This is an optimization exercise on Yosys and OpenROAD, whose aim is small area, not a production implementation. The RTL was checked by simulation tests, not by an equivalence proof against the original design. Power and IR drop assume default switching activity.

run a:
Design sdReader, start of the top module:
module sdReader #(
    parameter int clkDiv    = 2,
    parameter int bitCycles = 2,
    parameter int dumpWords = 128
) (
    input  logic clk,
    input  logic rstN,
    output logic sdClk,
    output logic sdMosi,
    input  logic sdMiso,
    output logic sdCs,
    input  logic dump,
    output logic uartTx,
    output logic ready,
    output logic error
);
Size: ~10 I/O pins.
Settings: LEC_CHECK=0, CAP_MARGIN=20, CORE_MARGIN=2, CORE_UTILIZATION=50, CTS_BUF_LIST=sky130_fd_sc_hd__clkbuf_8, CTS_CLUSTER_DIAMETER=50, CTS_CLUSTER_SIZE=20, PLACE_DENSITY=0.6, SLEW_MARGIN=20; clock period 10.0 ns.
run.sh (not shown) runs the stock make flow with config.mk's settings and CLKGATE_MAP_FILE= SYNTH_SCRIPT=/design/flow/synth_recipe.tcl, a recipe that flattens the netlist after the stock synthesis.
[inputs] run b vs run a
==> flow/flow/run.sh (new file) <==
#!/bin/bash
# Standard layout, but clock tree synthesis without dummy loads.
set -euo pipefail
export CTS_ARGS="-sink_clustering_enable -repair_clock_nets -dont_use_dummy_load -buf_list sky130_fd_sc_hd__clkbuf_8 -sink_clustering_size 20 -sink_clustering_max_diameter 50"
bash standard.sh > flow.log 2>&1
==> flow/standard.sh (new file) <==
#!/bin/bash
# synth_recipe.tcl (not shown) runs the flow's synth.tcl, then flattens the netlist and writes it again
# the make line also repeats each setting of config.mk as NAME=value (left out here)
make -C /OpenROAD-flow-scripts/flow DESIGN_CONFIG=/design/flow/config.mk WORK_HOME=/design/flow/orfs CLKGATE_MAP_FILE= SYNTH_SCRIPT=/design/flow/synth_recipe.tcl "${@:-finish}"
removed: flow/run.sh
--- outcome ---
- Number of diodes added for antenna fixing (higher): run a
- Taking run a as the reference, in run b combinational power barely changed; net switching share of the total power fell by 0.67 points; final standard cell utilization of the core now sits lower.

v43:
Another version of the RTL of sdReader (not shown whole).
Size in the first run: roughly 4700 cells after synthesis, about 10 I/O pins.
Settings: LEC_CHECK=0, CAP_MARGIN=20, CORE_MARGIN=2, CORE_UTILIZATION=55, CTS_BUF_LIST=sky130_fd_sc_hd__clkbuf_8, CTS_CLUSTER_DIAMETER=50, CTS_CLUSTER_SIZE=20, PLACE_DENSITY=0.65, SLEW_MARGIN=20; clock period 10.0 ns.
standard.sh (not shown) runs the stock make flow with config.mk's settings and CLKGATE_MAP_FILE= SYNTH_SCRIPT=/design/flow/synth_recipe.tcl, a recipe that flattens the netlist after the stock synthesis.
==> flow/flow/run.sh <==
#!/bin/bash
# Standard layout, but clock tree synthesis without dummy loads.
set -euo pipefail
export CTS_ARGS="-sink_clustering_enable -repair_clock_nets -dont_use_dummy_load -buf_list sky130_fd_sc_hd__clkbuf_8 -sink_clustering_size 20 -sink_clustering_max_diameter 60"
bash standard.sh > flow.log 2>&1
Input changes introduced in v7 (baseline for comparison: v43):
==> flow/flow/run.sh <==
#!/bin/bash
# Standard layout, but clock tree synthesis without dummy loads.
set -euo pipefail
export CTS_ARGS="-sink_clustering_enable -repair_clock_nets -dont_use_dummy_load -buf_list sky130_fd_sc_hd__clkbuf_8 -sink_clustering_size 20 -sink_clustering_max_diameter 50"
bash standard.sh > flow.log 2>&1
[summary]
Per the comparison of v7 with v43, combinational power neither gained nor lost much, fmax picked up an extra about 0.9%, delay contributed by the slowest stage of the critical path neither gained nor lost much. Per the comparison of v7 with v43, first-iteration detailed-routing DRC count down 0.80%; power climbed about 0.3%; cell count held; clock power share went up by 0.3 points; proportion of power drawn by flip-flops and latches went down. Utilization of the core after routing across v7 and v43: no real change. v7: done, clean on timing, DRC and antenna. v7 does better than v43 on clock period minus worst slack.
Relative to v7, the following input files were edited for v24:
Settings: swapping 55 for 50 in CORE_UTILIZATION; swapping 0.65 for 0.6 in PLACE_DENSITY.
==> flow/flow/run.sh <==
#!/bin/bash
# Standard layout, but clock tree synthesis without dummy loads.
set -euo pipefail
export CTS_ARGS="-sink_clustering_enable -repair_clock_nets -dont_use_dummy_load -buf_list sky130_fd_sc_hd__clkbuf_8 -sink_clustering_size 20 -sink_clustering_max_diameter 60"
bash standard.sh > flow.log 2>&1
Results
In the metrics for v24 and v7, the one carrying the higher number of clock buffer instances in the layout is v7. Relative to v7, largest fanout on the critical path increased by 16 in v24. There was hardly any difference in part of the total power dissipated in the clock network between v24 and v7. | area occupied by multi-input gates | v24 vs v7 | ≈ equal |. Comparing v24 with v7, the global routing met3 resource utilization came out essentially unchanged. Share of cell area taken by multi-input logic gates delta (v24 -> v7): insignificant. Lower setup slack goes to v24 over v7. In v24 the total length of routed met2 wires turned out 6.0% lower than in v7. The higher portion of total power attributed to sequential cells of v24 and v7 is in v24. In terms of total number of vias, v7 and v24 differ only marginally.
For v55, these inputs were changed with respect to v24:
==> flow/flow/run.sh <==
#!/bin/bash
# Standard layout, but clock tree synthesis without dummy loads.
set -euo pipefail
export CTS_ARGS="-sink_clustering_enable -repair_clock_nets -dont_use_dummy_load -buf_list sky130_fd_sc_hd__clkbuf_8 -sink_clustering_size 20 -sink_clustering_max_diameter 70"
bash standard.sh > flow.log 2>&1
Results
Compared v24 against v55; portion of total power attributed to combinational logic within noise.
Compared v24 against v55; final cell count within noise.
As far as power is concerned, v55 and v24 perform about the same.

[separate check: timing with driven ports]
How much do the figures lean on ideal ports? The routed layouts below were timed once more, with nothing changed but the port constraints. Step 1 assumes that a clkbuf_16 drives the clock port and a buf_2 every other input. Step 2 adds t to the input delays and takes it off the output delays; t is the mean of the earliest and latest rising clock arrival at the registers after step 1. Input paths then give back, and output paths get back, about the clock's delay inside the block. Slacks: ideal / step 1 / step 2; pairs: ideal / step 1.
run | t (ns) | setup slack, ns | hold slack, ns | worst setup path at the end | pins driven straight from the clock port
run a | 1.063 | 4.900 / 4.826 / 5.256 | 0.298 / 0.298 / 0.298 | register to register | 1
run b | 0.994 | 5.015 / 4.941 / 5.262 | 0.243 / 0.243 / 0.243 | register to register | 1
v43 | 0.981 | 4.806 / 4.806 / 4.806 | 0.235 / 0.235 / 0.235 | register to register | 1
v7 | 0.963 | 4.853 / 4.853 / 4.853 | 0.217 / 0.217 / 0.217 | register to register | 1
v24 | 0.981 | 4.729 / 4.729 / 4.729 | 0.198 / 0.198 / 0.198 | register to register | 1
v55 | 0.993 | 4.703 / 4.703 / 4.703 | 0.245 / 0.245 / 0.245 | register to register | 1
After both steps setup and hold are still met in every run listed.
